What follows belongs to an exercise in optimizing a design on an open flow for small area; a production flow would make more cautious choices. In this exercise RTL edits were held to simulation tests only and were not proved equivalent to the original. Power and IR drop assume default switching activity.

==> inputs of run R <==
// ats_timer_array
module ats_timer_array #(
    parameter int unsigned NUM_CLOCKS = 16,
    parameter int unsigned NUM_ALARMS = 24,
    parameter int unsigned CNT_W      = 16,
    parameter int unsigned PULSE_LEN  = 2
) (
    input  logic                  clk,
    input  logic                  reset,
    input  logic                  cmd_valid,
    output logic                  cmd_ready,
    input  logic [31:0]           cmd_data,
    output logic                  rsp_valid,
    output logic                  rsp_ack,
    output logic [NUM_ALARMS-1:0] alarm_pulse,
    output logic [NUM_ALARMS-1:0] alarm_pending,
    input  logic [NUM_ALARMS-1:0] pend_clr,
    output logic                  irq
);
    localparam int NC = 16;
    localparam int NA = 24;
    localparam int W  = 16;
    localparam logic [2:0] OP_NOP     = 3'b000;
    localparam logic [2:0] OP_SET_CLK = 3'b001;
    localparam logic [2:0] OP_CLK_EN  = 3'b010;
    localparam logic [2:0] OP_MODE    = 3'b011;
    localparam logic [2:0] OP_SET_ALM = 3'b101;
    localparam logic [2:0] OP_SET_TMR = 3'b110;
    localparam logic [2:0] OP_ALM_EN  = 3'b111;
    logic [2:0]   pre;
    logic         active, clk_lock, alm_lock;
    logic [W-1:0] cnt   [NC];
    logic [1:0]   rate  [NC];
    logic [NC-1:0] clk_en;
    logic [W-1:0] dst  [NA];
    logic [3:0]   aclk  [NA];
    logic [NA-1:0] alm_en, alm_rep, pc;
    logic [NA-1:0] pend;          
    logic         wl_q;           
    logic         rst_q;          
    logic [4:0]   wl_alm;         
    logic [W-1:0] xd;
    logic [2:0]   op;
    logic [3:0]   c_idx, ref_clk;
    logic [4:0]   a_idx;
    logic [W-1:0] cmd_val;
    logic         cmd_ok, cmd_acc, cmd_do;
    assign op      = cmd_data[31:29];
  ...
Settings: LEC_CHECK=0, ABC_AREA=1, CAP_MARGIN=20, CORE_MARGIN=2, CORE_UTILIZATION=20, PLACE_DENSITY=0.28, SLEW_MARGIN=20; clock period 9.0 ns.
standard.sh (not shown) runs the stock make flow with config.mk's settings and CLKGATE_MAP_FILE= SYNTH_SCRIPT=/design/flow/synth_recipe.tcl, a recipe that flattens the netlist after the stock synthesis.
==> flow/flow/run.sh <==
#!/bin/bash
# Layout flow: the standard synthesis, then the combinational logic is
# re-mapped for area by ABC (registers, adder cells and tie cells are kept as
# standard synthesis made them), then the standard layout from floorplan on.
set -euo pipefail
here=$(pwd)
fl=$here/flow
res=$here/orfs/results/$FLOW_PLATFORM/ats_timer_array/base
lib=$FLOW_HOME/platforms/$FLOW_PLATFORM/lib/sky130_fd_sc_hd__tt_025C_1v80.lib

bash standard.sh synth > synth.log 2>&1

cp $res/1_2_yosys.v $here/1_2_yosys.standard.v
REMAP_IN=$here/1_2_yosys.standard.v REMAP_OUT=$here/1_2_yosys.remap.v \
REMAP_LIB=$lib REMAP_TOP=$FLOW_TOP REMAP_DONT_USE="$(cat $fl/dont_use.txt)" \
REMAP_SCRIPT=$fl/remap.abc \
  yosys -c $fl/remap.tcl > remap.log 2>&1
cp $here/1_2_yosys.remap.v $res/1_2_yosys.v
rm -f $res/1_synth.odb $res/1_synth.sdc

bash standard.sh \
  "CTS_ARGS=-sink_clustering_enable -repair_clock_nets -sink_clustering_size 12 -sink_clustering_max_diameter 50 -buf_list sky130_fd_sc_hd__clkbuf_8 -dont_use_dummy_load" \
  finish > layout.log 2>&1
==> flow/flow/dont_use.txt <==
sky130_fd_sc_hd__probe_p_8 sky130_fd_sc_hd__probec_p_8 sky130_fd_sc_hd__lpflow_bleeder_1 sky130_fd_sc_hd__lpflow_clkbufkapwr_1 sky130_fd_sc_hd__lpflow_clkbufkapwr_16 sky130_fd_sc_hd__lpflow_clkbufkapwr_2 sky130_fd_sc_hd__lpflow_clkbufkapwr_4 sky130_fd_sc_hd__lpflow_clkbufkapwr_8 sky130_fd_sc_hd__lpflow_clkinvkapwr_1 sky130_fd_sc_hd__lpflow_clkinvkapwr_16 sky130_fd_sc_hd__lpflow_clkinvkapwr_2 sky130_fd_sc_hd__lpflow_clkinvkapwr_4 sky130_fd_sc_hd__lpflow_clkinvkapwr_8 sky130_fd_sc_hd__lpflow_decapkapwr_12 sky130_fd_sc_hd__lpflow_decapkapwr_3 sky130_fd_sc_hd__lpflow_decapkapwr_4 sky130_fd_sc_hd__lpflow_decapkapwr_6 sky130_fd_sc_hd__lpflow_decapkapwr_8 sky130_fd_sc_hd__lpflow_inputiso0n_1 sky130_fd_sc_hd__lpflow_inputiso0p_1 sky130_fd_sc_hd__lpflow_inputiso1n_1 sky130_fd_sc_hd__lpflow_inputiso1p_1 sky130_fd_sc_hd__lpflow_inputisolatch_1 sky130_fd_sc_hd__lpflow_isobufsrc_1 sky130_fd_sc_hd__lpflow_isobufsrc_16 sky130_fd_sc_hd__lpflow_isobufsrc_2 sky130_fd_sc_hd__lpflow_isobufsrc_4 sky130_fd_sc_hd__lpflow_isobufsrc_8 sky130_fd_sc_hd__lpflow_isobufsrckapwr_16 sky130_fd_sc_hd__lpflow_lsbuf_lh_hl_isowell_tap_1 sky130_fd_sc_hd__lpflow_lsbuf_lh_hl_isowell_tap_2 sky130_fd_sc_hd__lpflow_lsbuf_lh_hl_isowell_tap_4 sky130_fd_sc_hd__lpflow_lsbuf_lh_isowell_4 sky130_fd_sc_hd__lpflow_lsbuf_lh_isowell_tap_1 sky130_fd_sc_hd__lpflow_lsbuf_lh_isowell_tap_2 sky130_fd_sc_hd__lpflow_lsbuf_lh_isowell_tap_4 sky130_fd_sc_hd__fill_1 sky130_fd_sc_hd__fill_2 sky130_fd_sc_hd__fill_4 sky130_fd_sc_hd__fill_8
==> flow/flow/remap.abc <==
strash
dch -f
amap
strash
dch -f
amap
strash
dch -f
amap
topo
==> flow/flow/remap.tcl <==
# Re-map the combinational logic of a mapped netlist; registers, adders and
# tie cells are kept as they are (same instances, same names).
# env: REMAP_IN, REMAP_OUT, REMAP_LIB, REMAP_DONT_USE, REMAP_SCRIPT
yosys -import
set lib $::env(REMAP_LIB)
read_liberty -ignore_miss_func $lib
blackbox sky130_fd_sc_hd__df* sky130_fd_sc_hd__edf* sky130_fd_sc_hd__sdf* sky130_fd_sc_hd__dl* sky130_fd_sc_hd__sedf* sky130_fd_sc_hd__conb* sky130_fd_sc_hd__fa_* sky130_fd_sc_hd__ha_*
read_verilog $::env(REMAP_IN)
hierarchy -top $::env(REMAP_TOP)
flatten
opt_clean
set du {}
foreach c $::env(REMAP_DONT_USE) { lappend du -dont_use $c }
abc -liberty $lib {*}$du -script $::env(REMAP_SCRIPT)
opt_clean -purge
splitnets
opt_clean -purge
hilomap -singleton -hicell sky130_fd_sc_hd__conb_1 HI -locell sky130_fd_sc_hd__conb_1 LO
insbuf -buf sky130_fd_sc_hd__buf_4 A X
opt_clean -purge
tee -o $::env(REMAP_OUT).stat stat -liberty $lib
write_verilog -noattr -nohex -nodec $::env(REMAP_OUT)
==> run E: changes against run R <==
==> flow/run.sh (new file) <==
#!/bin/bash
# synth_recipe.tcl (not shown) runs the flow's synth.tcl, then flattens the netlist and writes it again
# the make line also repeats each setting of config.mk as NAME=value (left out here)
make -C /OpenROAD-flow-scripts/flow DESIGN_CONFIG=/design/flow/config.mk WORK_HOME=/design/flow/orfs CLKGATE_MAP_FILE= SYNTH_SCRIPT=/design/flow/synth_recipe.tcl finish
Settings changed: CORE_UTILIZATION 20 to 50, CTS_BUF_LIST set to sky130_fd_sc_hd__clkbuf_4 sky130_fd_sc_hd__clkbuf_8, CTS_CLUSTER_DIAMETER set to 50, CTS_CLUSTER_SIZE set to 20, PLACE_DENSITY 0.28 to 0.65.
removed: flow/flow/run.sh
removed: flow/flow/dont_use.txt
removed: flow/flow/remap.abc
removed: flow/flow/remap.tcl
removed: flow/standard.sh
==> run B: changes against run R <==
--- a/flow/flow/run.sh
+++ b/flow/flow/run.sh
@@ -22,2 +22,3 @@
   "CTS_ARGS=-sink_clustering_enable -repair_clock_nets -sink_clustering_size 12 -sink_clustering_max_diameter 50 -buf_list sky130_fd_sc_hd__clkbuf_8 -dont_use_dummy_load" \
+  "RECOVER_POWER=100" "BUFFER_PORTS_ARGS=-buffer_cell sky130_fd_sc_hd__buf_2" \
   finish > layout.log 2>&1
Settings changed: CORE_UTILIZATION 20 to 45, CTS_BUF_LIST set to sky130_fd_sc_hd__clkbuf_8, CTS_CLUSTER_DIAMETER set to 50, CTS_CLUSTER_SIZE set to 12, PLACE_DENSITY 0.28 to 0.6.
==> comparison table <==
item	run R	run B	run E
Multi-input gate count	3747	3747	4602
Proportion of final cell area spent on non-clock buffers	0.0923	0.0697	0.0457
Global-route wire length before repair	326 mm	249 mm	239 mm
Layout buffer count excluding clock buffers	696	547	295
Area of the core	246000 um^2	109000 um^2	106000 um^2
Met3 Wirelength	8.73 mm	12.2 mm	9.90 mm
Final number of max-transition violations	0	145	0
Run status	finished clean	finished with violations	finished clean
Reasons for failing layout checks	-	capacitance limit, slew limit	-
# diodes	23	3	3
Worst reg-to-reg path cell count	31	32	32
Reg-to-reg critical path endpoint	alarm_pulse[8]	alarm_pending[8]	alarm_pending[14]
Pleak	22.7 nW	21.4 nW	25.0 nW
Wl on met1	108 mm	71.8 mm	65.3 mm
Final net count	6735	6508	7266
Starting density of the core	0.201	0.454	0.506
Setup Fix Bufs, Post-CTS	28	11	3
Post-CTS clock slew at the launch and capture registers of the worst setup and hold paths	0.07 ns	0.08 ns	0.10 ns

---

==> build 48 <==
ats_timer_array, a different RTL version from the one above (not shown whole).
Design ats_timer_array, start of the top module:
module ats_timer_array #(
    parameter int unsigned NUM_CLOCKS = 16,
    parameter int unsigned NUM_ALARMS = 24,
    parameter int unsigned CNT_W      = 16,
    parameter int unsigned PULSE_LEN  = 2
) (
    input  logic                  clk,
    input  logic                  reset,
    input  logic                  cmd_valid,
    output logic                  cmd_ready,
    input  logic [31:0]           cmd_data,
    output logic                  rsp_valid,
    output logic                  rsp_ack,
    output logic [NUM_ALARMS-1:0] alarm_pulse,
    output logic [NUM_ALARMS-1:0] alarm_pending,
    input  logic [NUM_ALARMS-1:0] pend_clr,
    output logic                  irq
);
export LEC_CHECK = 0
export ABC_AREA = 1
export CAP_MARGIN = 20
export CORE_MARGIN = 2
export CORE_UTILIZATION = 45
export CTS_BUF_LIST = sky130_fd_sc_hd__clkbuf_8
export CTS_CLUSTER_DIAMETER = 50
export CTS_CLUSTER_SIZE = 12
export PLACE_DENSITY = 0.6
export SLEW_MARGIN = 20
create_clock -name core_clock -period 9.0 [get_ports {clk}]
==> flow/flow/run.sh <==
#!/bin/bash
# Layout flow:
#  1. the standard synthesis, run on the design with the RTL bodies of the
#     two arithmetic helper modules (ats_timer_array_dsum, _cnext) replaced by
#     the cell-level versions in cells.v (same ports, same function; they hold
#     no registers, so the registers are those of the standard synthesis);
#  2. the rest of the combinational logic re-mapped for area by ABC (registers,
#     adder cells, tie cells and the helper modules' cells are kept as they are);
#  3. the standard layout from floorplan on, with the clock tree built from
#     clkbuf_8 without dummy loads.
set -euo pipefail
here=$(pwd)
fl=$here/flow
res=$here/orfs/results/$FLOW_PLATFORM/ats_timer_array/base
lib=$FLOW_HOME/platforms/$FLOW_PLATFORM/lib/sky130_fd_sc_hd__tt_025C_1v80.lib

python3 $fl/swap.py $FLOW_DESIGN $fl/cells.v $here/design_cells.v > swap.log 2>&1
bash standard.sh VERILOG_FILES=$here/design_cells.v synth > synth.log 2>&1

cp $res/1_2_yosys.v $here/1_2_yosys.standard.v
REMAP_IN=$here/1_2_yosys.standard.v REMAP_OUT=$here/1_2_yosys.remap.v \
REMAP_LIB=$lib REMAP_TOP=$FLOW_TOP REMAP_DONT_USE="$(cat $fl/dont_use.txt)" \
REMAP_SCRIPT=$fl/remap.abc REMAP_KEEP='*u_*' REMAP_KEEP_CELLS=$fl/keep_cells.v \
  yosys -c $fl/remap.tcl > remap.log 2>&1
cp $here/1_2_yosys.remap.v $res/1_2_yosys.v
rm -f $res/1_synth.odb $res/1_synth.sdc

bash standard.sh VERILOG_FILES=$here/design_cells.v \
  "CTS_ARGS=-sink_clustering_enable -repair_clock_nets -sink_clustering_size 12 -sink_clustering_max_diameter 50 -buf_list sky130_fd_sc_hd__clkbuf_8 -dont_use_dummy_load" \
  finish > layout.log 2>&1
==> flow/flow/cells.v <==
// Cell-level versions of the two arithmetic helper modules of the RTL, used in
// place of their RTL bodies by run.sh. Same ports and function.
module ats_timer_array_dsum (d, xdn, pw, pa, st, sum, zero);
  input [15:0] d;
  input [15:0] xdn;
  input pw;
  input pa;
  input st;
  output [15:0] sum;
  output zero;
  wire [16:0] cy;
  wire za, zb, zc, zd, zlo;
  wire [15:0] opa, opb;
  sky130_fd_sc_hd__clkinv_1 u_cin (.A(st), .Y(cy[0]));
  genvar b;
  generate for (b = 0; b < 16; b = b + 1) begin : g_fa
    sky130_fd_sc_hd__or2_0   u_a  (.A(d[b]), .B(pw), .X(opa[b]));
    sky130_fd_sc_hd__nand2_1 u_b  (.A(xdn[b]), .B(pa), .Y(opb[b]));
    sky130_fd_sc_hd__fa_1    u_fa (.A(opa[b]), .B(opb[b]), .CIN(cy[b]), .COUT(cy[b+1]), .SUM(sum[b]));
  end endgenerate
  // zero: the late (high) sum bits enter at the last gates
  sky130_fd_sc_hd__nor4_1 u_za (.A(sum[0]), .B(sum[1]), .C(sum[2]), .D(sum[3]), .Y(za));
  sky130_fd_sc_hd__nor4_1 u_zb (.A(sum[4]), .B(sum[5]), .C(sum[6]), .D(sum[7]), .Y(zb));
  sky130_fd_sc_hd__nor4_1 u_zc (.A(sum[8]), .B(sum[9]), .C(sum[10]), .D(sum[11]), .Y(zc));
  sky130_fd_sc_hd__nor4_1 u_zd (.A(sum[15]), .B(sum[14]), .C(sum[13]), .D(sum[12]), .Y(zd));
  sky130_fd_sc_hd__and3_1 u_zl (.A(za), .B(zb), .C(zc), .X(zlo));
  sky130_fd_sc_hd__and2_0 u_z  (.A(zd), .B(zlo), .X(zero));
endmodule

module ats_timer_array_cnext (cnt, step, ld, val, nxt);
  input [15:0] cnt;
  input step;
  input ld;
  input [15:0] val;
  output [15:0] nxt;
  wire [16:0] ic;
  wire [15:0] s;
  wire nld;
  assign ic[0] = step;
  sky130_fd_sc_hd__clkinv_1 u_nld (.A(ld), .Y(nld));
  genvar b;
  generate for (b = 0; b < 16; b = b + 1) begin : g_inc
    sky130_fd_sc_hd__ha_1  u_ha (.A(cnt[b]), .B(ic[b]), .COUT(ic[b+1]), .SUM(s[b]));
    sky130_fd_sc_hd__a22o_1 u_mx (.A1(ld), .A2(val[b]), .B1(nld), .B2(s[b]), .X(nxt[b]));
  end endgenerate
endmodule
==> flow/flow/keep_cells.v <==
(* blackbox *) module KEEP_or2_0 (A, B, X); input A, B; output X; endmodule
(* blackbox *) module KEEP_nand2_1 (A, B, Y); input A, B; output Y; endmodule
(* blackbox *) module KEEP_clkinv_1 (A, Y); input A; output Y; endmodule
(* blackbox *) module KEEP_a22o_1 (A1, A2, B1, B2, X); input A1, A2, B1, B2; output X; endmodule
(* blackbox *) module KEEP_nor4_1 (A, B, C, D, Y); input A, B, C, D; output Y; endmodule
(* blackbox *) module KEEP_and3_1 (A, B, C, X); input A, B, C; output X; endmodule
(* blackbox *) module KEEP_and2_0 (A, B, X); input A, B; output X; endmodule
==> flow/flow/remap.abc <==
strash
dch -f
amap
strash
dch -f
amap
strash
dch -f
amap
topo
==> flow/flow/remap.tcl <==
# Re-map the combinational logic of a mapped netlist; registers, adders and
# tie cells are kept as they are (same instances, same names), and so are the
# cells of the instances matching REMAP_KEEP (the cell-level helper modules).
# env: REMAP_IN, REMAP_OUT, REMAP_LIB, REMAP_DONT_USE, REMAP_SCRIPT
yosys -import
set lib $::env(REMAP_LIB)
read_liberty -ignore_miss_func $lib
blackbox sky130_fd_sc_hd__df* sky130_fd_sc_hd__edf* sky130_fd_sc_hd__sdf* sky130_fd_sc_hd__dl* sky130_fd_sc_hd__sedf* sky130_fd_sc_hd__conb* sky130_fd_sc_hd__fa_* sky130_fd_sc_hd__ha_*
read_verilog $::env(REMAP_IN)
hierarchy -top $::env(REMAP_TOP)
if {[info exists ::env(REMAP_KEEP)]} {
  read_verilog $::env(REMAP_KEEP_CELLS)
  foreach c {or2_0 nand2_1 clkinv_1 a22o_1 nor4_1 and3_1 and2_0} {
    chtype -map sky130_fd_sc_hd__$c KEEP_$c c:$::env(REMAP_KEEP)
  }
}
flatten
opt_clean
set du {}
foreach c $::env(REMAP_DONT_USE) { lappend du -dont_use $c }
abc -liberty $lib {*}$du -script $::env(REMAP_SCRIPT)
opt_clean -purge
if {[info exists ::env(REMAP_KEEP)]} {
  foreach c {or2_0 nand2_1 clkinv_1 a22o_1 nor4_1 and3_1 and2_0} {
    chtype -map KEEP_$c sky130_fd_sc_hd__$c
  }
}
splitnets
opt_clean -purge
hilomap -singleton -hicell sky130_fd_sc_hd__conb_1 HI -locell sky130_fd_sc_hd__conb_1 LO
insbuf -buf sky130_fd_sc_hd__buf_4 A X
opt_clean -purge
tee -o $::env(REMAP_OUT).stat stat -liberty $lib
write_verilog -noattr -nohex -nodec $::env(REMAP_OUT)
Other scripts of this flow, unchanged in this note and not shown: flow/flow/dont_use.txt, flow/flow/swap.py
==> build 7 (differences from build 48) <==
--- a/flow/design.v
+++ b/flow/design.v
@@ -105,30 +105,30 @@
     assign x     = cmd_val + ~sub_b + W'(x_cin);
     assign xr    = reset ? '0 : (op[2] ? x : ~x);
     logic [NA-1:0] fire, wr;
     logic [W-1:0]  xdn;
     assign xdn = ~xd;
     for (genvar i = 0; i < NA; i++) begin : g_alm
-        logic         st, ld, pw, pa, zero;
+        logic         nst, ld, pw, pa, zero;
         logic [3:0]   aclk_d;
         logic [W-1:0] sum;
         assign aclk_d = reset ? 4'd0 :
                         (wr[i] && (op[1:0] != 2'b11)) ? ref_clk : aclk[i];
         assign pw    = wl_q && pend[i];
         assign pa    = pend[i];
         assign ld    = do_setclk && (aclk[i] == c_idx);
         assign wr[i] = do_alm && (a_idx == 5'(i));
         ats_timer_array_dsum u_sum (
-            .d(dst[i]), .xdn(xdn), .pw(pw), .pa(pa), .st(st), .sum(sum),
+            .d(dst[i]), .xdn(xdn), .pw(pw), .pa(pa), .nst(nst), .sum(sum),
             .zero(zero)
         );
-        assign fire[i] = alm_en[i] && st && !ld && !wr[i] && zero;
+        assign fire[i] = alm_en[i] && !nst && !ld && !wr[i] && zero;
         always_ff @(posedge clk) begin
             dst[i]  <= sum;
             aclk[i] <= aclk_d;
-            st      <= step_d[aclk_d];
+            nst     <= !step_d[aclk_d];
             if (reset) begin
                 alm_en[i]  <= 1'b0;
                 alm_rep[i] <= 1'b0;
             end else if (wr[i]) begin
                 if (op[1:0] != 2'b11) begin
                     alm_en[i]  <= 1'b1;
@@ -187,19 +187,19 @@
 endmodule
 module ats_timer_array_dsum (
     input  logic [15:0] d,
     input  logic [15:0] xdn,
     input  logic        pw,
     input  logic        pa,
-    input  logic        st,
+    input  logic        nst,
     output logic [15:0] sum,
     output logic        zero
 );
     logic [16:0] cy;
     logic [15:0] opa, opb;
-    assign cy[0] = !st;
+    assign cy[0] = nst;
     for (genvar b = 0; b < 16; b++) begin : g_fa
         assign opa[b]  = d[b] || pw;
         assign opb[b]  = !(xdn[b] && pa);
         assign sum[b]  = opa[b] ^ opb[b] ^ cy[b];
         assign cy[b+1] = (opa[b] & opb[b]) | (cy[b] & (opa[b] ^ opb[b]));
     end
==> flow/flow/run.sh (replaced) <==
#!/bin/bash
# Layout flow:
#  1. the standard synthesis, run on the design with the RTL bodies of the
#     two arithmetic helper modules (ats_timer_array_dsum, _cnext) replaced by
#     the cell-level versions in cells.v (same ports, same function; they hold
#     no registers, so the registers are those of the standard synthesis);
#  2. the rest of the combinational logic re-mapped for area by ABC (registers,
#     adder cells, tie cells and the helper modules' cells are kept as they are),
#     with a few ABC scripts, keeping the smallest result;
#  3. the standard layout from floorplan on, with the clock tree built from
#     clkbuf_8 without dummy loads.
set -euo pipefail
here=$(pwd)
fl=$here/flow
res=$here/orfs/results/$FLOW_PLATFORM/ats_timer_array/base
lib=$FLOW_HOME/platforms/$FLOW_PLATFORM/lib/sky130_fd_sc_hd__tt_025C_1v80.lib

python3 $fl/swap.py $FLOW_DESIGN $fl/cells.v $here/design_cells.v > swap.log 2>&1
bash standard.sh VERILOG_FILES=$here/design_cells.v synth > synth.log 2>&1

cp $res/1_2_yosys.v $here/1_2_yosys.standard.v
outs=""
for s in $fl/remap_*.abc; do
  n=$(basename $s .abc)
  REMAP_IN=$here/1_2_yosys.standard.v REMAP_OUT=$here/1_2_yosys.$n.v \
  REMAP_LIB=$lib REMAP_TOP=$FLOW_TOP REMAP_DONT_USE="$(cat $fl/dont_use.txt)" \
  REMAP_SCRIPT=$s REMAP_KEEP='*u_*' REMAP_KEEP_CELLS=$fl/keep_cells.v \
    yosys -c $fl/remap.tcl > $n.log 2>&1 &
  outs="$outs $here/1_2_yosys.$n.v"
done
wait
best=$(python3 $fl/pick.py $outs 2> pick.log)
echo "picked $best" >> pick.log
cp $best $res/1_2_yosys.v
rm -f $res/1_synth.odb $res/1_synth.sdc

bash standard.sh VERILOG_FILES=$here/design_cells.v \
  "CTS_ARGS=-sink_clustering_enable -repair_clock_nets -sink_clustering_size 16 -sink_clustering_max_diameter 70 -buf_list sky130_fd_sc_hd__clkbuf_8 -dont_use_dummy_load" \
  "BUFFER_PORTS_ARGS=-buffer_cell sky130_fd_sc_hd__buf_1" \
  finish > layout.log 2>&1
--- a/flow/flow/cells.v
+++ b/flow/flow/cells.v
@@ -1,20 +1,20 @@
 // Cell-level versions of the two arithmetic helper modules of the RTL, used in
 // place of their RTL bodies by run.sh. Same ports and function.
-module ats_timer_array_dsum (d, xdn, pw, pa, st, sum, zero);
+module ats_timer_array_dsum (d, xdn, pw, pa, nst, sum, zero);
   input [15:0] d;
   input [15:0] xdn;
   input pw;
   input pa;
-  input st;
+  input nst;
   output [15:0] sum;
   output zero;
   wire [16:0] cy;
   wire za, zb, zc, zd, zlo;
   wire [15:0] opa, opb;
-  sky130_fd_sc_hd__clkinv_1 u_cin (.A(st), .Y(cy[0]));
+  assign cy[0] = nst;
   genvar b;
   generate for (b = 0; b < 16; b = b + 1) begin : g_fa
     sky130_fd_sc_hd__or2_0   u_a  (.A(d[b]), .B(pw), .X(opa[b]));
     sky130_fd_sc_hd__nand2_1 u_b  (.A(xdn[b]), .B(pa), .Y(opb[b]));
     sky130_fd_sc_hd__fa_1    u_fa (.A(opa[b]), .B(opb[b]), .CIN(cy[b]), .COUT(cy[b+1]), .SUM(sum[b]));
   end endgenerate
@@ -37,10 +37,14 @@
   wire [15:0] s;
   wire nld;
   assign ic[0] = step;
   sky130_fd_sc_hd__clkinv_1 u_nld (.A(ld), .Y(nld));
   genvar b;
   generate for (b = 0; b < 16; b = b + 1) begin : g_inc
-    sky130_fd_sc_hd__ha_1  u_ha (.A(cnt[b]), .B(ic[b]), .COUT(ic[b+1]), .SUM(s[b]));
+    if (b < 15) begin : g_ha
+      sky130_fd_sc_hd__ha_1  u_ha (.A(cnt[b]), .B(ic[b]), .COUT(ic[b+1]), .SUM(s[b]));
+    end else begin : g_x
+      sky130_fd_sc_hd__xor2_1 u_x (.A(cnt[b]), .B(ic[b]), .X(s[b]));
+    end
     sky130_fd_sc_hd__a22o_1 u_mx (.A1(ld), .A2(val[b]), .B1(nld), .B2(s[b]), .X(nxt[b]));
   end endgenerate
 endmodule
==> flow/flow/keep_cells.v (replaced) <==
(* blackbox *) module KEEP_or2_0 (A, B, X); input A, B; output X; endmodule
(* blackbox *) module KEEP_nand2_1 (A, B, Y); input A, B; output Y; endmodule
(* blackbox *) module KEEP_clkinv_1 (A, Y); input A; output Y; endmodule
(* blackbox *) module KEEP_a22o_1 (A1, A2, B1, B2, X); input A1, A2, B1, B2; output X; endmodule
(* blackbox *) module KEEP_nor4_1 (A, B, C, D, Y); input A, B, C, D; output Y; endmodule
(* blackbox *) module KEEP_and3_1 (A, B, C, X); input A, B, C; output X; endmodule
(* blackbox *) module KEEP_and2_0 (A, B, X); input A, B; output X; endmodule
(* blackbox *) module KEEP_xor2_1 (A, B, X); input A, B; output X; endmodule
==> flow/flow/pick.py (new file) <==
# Print the remapped netlist (of those given) with the smallest cell area.
import re, sys
best = None
for v in sys.argv[1:]:
    try:
        a = float(re.search(r'Chip area for module .*?: ([\d.]+)', open(v + '.stat').read()).group(1))
    except Exception:
        continue
    print('%s %.1f' % (v, a), file=sys.stderr)
    if best is None or a < best[0]:
        best = (a, v)
print(best[1])
--- a/flow/flow/remap.tcl
+++ b/flow/flow/remap.tcl
@@ -7,24 +7,24 @@
 read_liberty -ignore_miss_func $lib
 blackbox sky130_fd_sc_hd__df* sky130_fd_sc_hd__edf* sky130_fd_sc_hd__sdf* sky130_fd_sc_hd__dl* sky130_fd_sc_hd__sedf* sky130_fd_sc_hd__conb* sky130_fd_sc_hd__fa_* sky130_fd_sc_hd__ha_*
 read_verilog $::env(REMAP_IN)
 hierarchy -top $::env(REMAP_TOP)
 if {[info exists ::env(REMAP_KEEP)]} {
   read_verilog $::env(REMAP_KEEP_CELLS)
-  foreach c {or2_0 nand2_1 clkinv_1 a22o_1 nor4_1 and3_1 and2_0} {
+  foreach c {or2_0 nand2_1 clkinv_1 a22o_1 nor4_1 and3_1 and2_0 xor2_1} {
     chtype -map sky130_fd_sc_hd__$c KEEP_$c c:$::env(REMAP_KEEP)
   }
 }
 flatten
 opt_clean
 set du {}
 foreach c $::env(REMAP_DONT_USE) { lappend du -dont_use $c }
 abc -liberty $lib {*}$du -script $::env(REMAP_SCRIPT)
 opt_clean -purge
 if {[info exists ::env(REMAP_KEEP)]} {
-  foreach c {or2_0 nand2_1 clkinv_1 a22o_1 nor4_1 and3_1 and2_0} {
+  foreach c {or2_0 nand2_1 clkinv_1 a22o_1 nor4_1 and3_1 and2_0 xor2_1} {
     chtype -map KEEP_$c sky130_fd_sc_hd__$c
   }
 }
 splitnets
 opt_clean -purge
 hilomap -singleton -hicell sky130_fd_sc_hd__conb_1 HI -locell sky130_fd_sc_hd__conb_1 LO
==> flow/flow/remap_n4.abc (new file) <==
strash
rewrite
refactor
balance
dch -f
amap
strash
dch -f
amap
strash
dch -f
amap
topo
==> flow/flow/remap_p3.abc (new file) <==
strash
ifraig
dch -f
amap
strash
dch -f
amap
strash
dch -f
amap
strash
dch -f
amap
topo
==> flow/flow/remap_p6.abc (new file) <==
strash
&get -n
&fraig -x
&put
dch -f
amap
strash
dch -f
amap
topo
==> flow/flow/remap_q1.abc (new file) <==
strash
ifraig
dch -f
amap
strash
dch -f
amap
strash
dch -f
amap
strash
dch -f
amap
strash
dch -f
amap
strash
dch -f
amap
strash
dch -f
amap
topo
==> flow/flow/remap_q3.abc (new file) <==
strash
ifraig
dc2
dch -f
amap
strash
dch -f
amap
strash
dch -f
amap
strash
dch -f
amap
strash
dch -f
amap
strash
dch -f
amap
strash
dch -f
amap
topo
--- a/flow/config.mk
+++ b/flow/config.mk
@@ -5,12 +5,13 @@
 export SDC_FILE = /design/flow/constraint.sdc
 export NUM_CORES = 8
 export LEC_CHECK = 0
 export ABC_AREA = 1
 export CAP_MARGIN = 20
 export CORE_MARGIN = 2
-export CORE_UTILIZATION = 45
+export CORE_UTILIZATION = 55
 export CTS_BUF_LIST = sky130_fd_sc_hd__clkbuf_8
 export CTS_CLUSTER_DIAMETER = 50
 export CTS_CLUSTER_SIZE = 12
-export PLACE_DENSITY = 0.6
+export GPL_TIMING_DRIVEN = 0
+export PLACE_DENSITY = 0.7
 export SLEW_MARGIN = 20
removed: flow/flow/remap.abc
==> results by group <==
STA
  • Setup repair after global routing missed its margin: no
  • Final hold slack: roughly 0.41 ns

Run status
  • Outcome: complete, no violations

Finish
  • Fraction of standard cell area that is sequential: between 30% and 40%
  • Fraction of area in clock buffers and inverters: ~3.3%
  • Multi-input logic portion of the cell area: 51.0%

Min path
  • Hold-critical path endpoint: alarm_pulse[11]

Floorplanning
  • Height of the chip: approximately 330 µm

Drt
  • Routed wire length on met2: between 60000 and 70000 µm
  • Via-per-instance ratio: 6.01

Yosys
  • Gate count of the mapped netlist: about 4.7k

GRT
  • Vias in the first global route: 38.4k

Clock network
  • Worst-skew pair later-pin latency: about 0.85 ns

Power and ir drop
  • Seq. pwr: 5750 µW
  • Power in combinational cells: between 4000 and 5000 µW

Critical path
  • Worst path slowest cell: fa_1
Source of the figures above: build 48

==> results by group <==
Yosys
  • Gate count of the mapped netlist: roughly 4.7k

STA
  • Number of max-slew violations in the final report: 0
  • Final hold slack: 0.463 ns

Run
  • Max-cap violations: 0

Drt
  • Via-per-instance ratio: 6.35
  • Routed wire length on met2: between 60000 and 70000 µm

GRT
  • Vias in the first global route: between 30k and 40k

Finish
  • Multi-input logic portion of the cell area: a little over half
  • Highest-count cells in the layout ignoring fill and taps: dfxtp_1, nand2_1, or2_0
  • Fraction of area in clock buffers and inverters: approximately 1.9%

Clock network
  • Root cell of the clock tree: clkbuf_8
  • Worst-skew pair later-pin latency: between 0.7 and 0.8 ns

Power and ir drop
  • Seq. pwr: ~5800 µW
  • Total power of the final layout: between 10000 and 15000 µW
  • Share of total power in the clock network: roughly 18%
  • Power in combinational cells: 4140 µW

Min path
  • Hold-critical path endpoint: alm_rep[5]

Run status
  • Outcome: complete, no violations

Floorplanning
  • Height of the chip: approximately 300 µm

Critical path
  • Worst path slowest cell: or4_4
Source of the figures above: build 7

-- port drivers added, routing unchanged --
How much do the figures lean on ideal ports? The routed layouts below were timed once more, with nothing changed but the port constraints.
Step 1, drivers: a clkbuf_16 drives clk and a buf_2 each remaining input, both assumed.
Step 2 also shifts input and output timing later by t, the mid clock arrival at the registers, as if the neighbouring blocks saw the same clock.
Three values: ideal, step 1, step 2; two values: the first two.
| run | shift t [ns] | setup WS [ns] | worst hold slack (ns) | worst register clock-pin slew, ns |
|---|---|---|---|---|
| run R | 0.997 | 0.260 / 0.260 / -0.005 | 0.425 / 0.425 / 0.425 | 0.08 / 0.08 |
| run E | 0.853 | 0.373 / 0.373 / 0.373 | 0.448 / 0.448 / 0.448 | 0.10 / 0.10 |
| run B | 0.851 | 0.238 / 0.238 / 0.238 | 0.432 / 0.432 / 0.432 | 0.09 / 0.09 |
| build 48 | 0.873 | 0.249 / 0.249 / 0.249 | 0.408 / 0.408 / 0.408 | 0.09 / 0.09 |
| build 7 | 0.766 | 0.172 / 0.172 / -0.236 | 0.463 / 0.463 / 0.463 | 0.12 / 0.12 |
Met with ideal ports but missed after step 2: setup timing in run R and build 7. The setup slack of build 7, which loses most, moves by 0.000 ns with the drivers and by -0.408 ns with both steps.
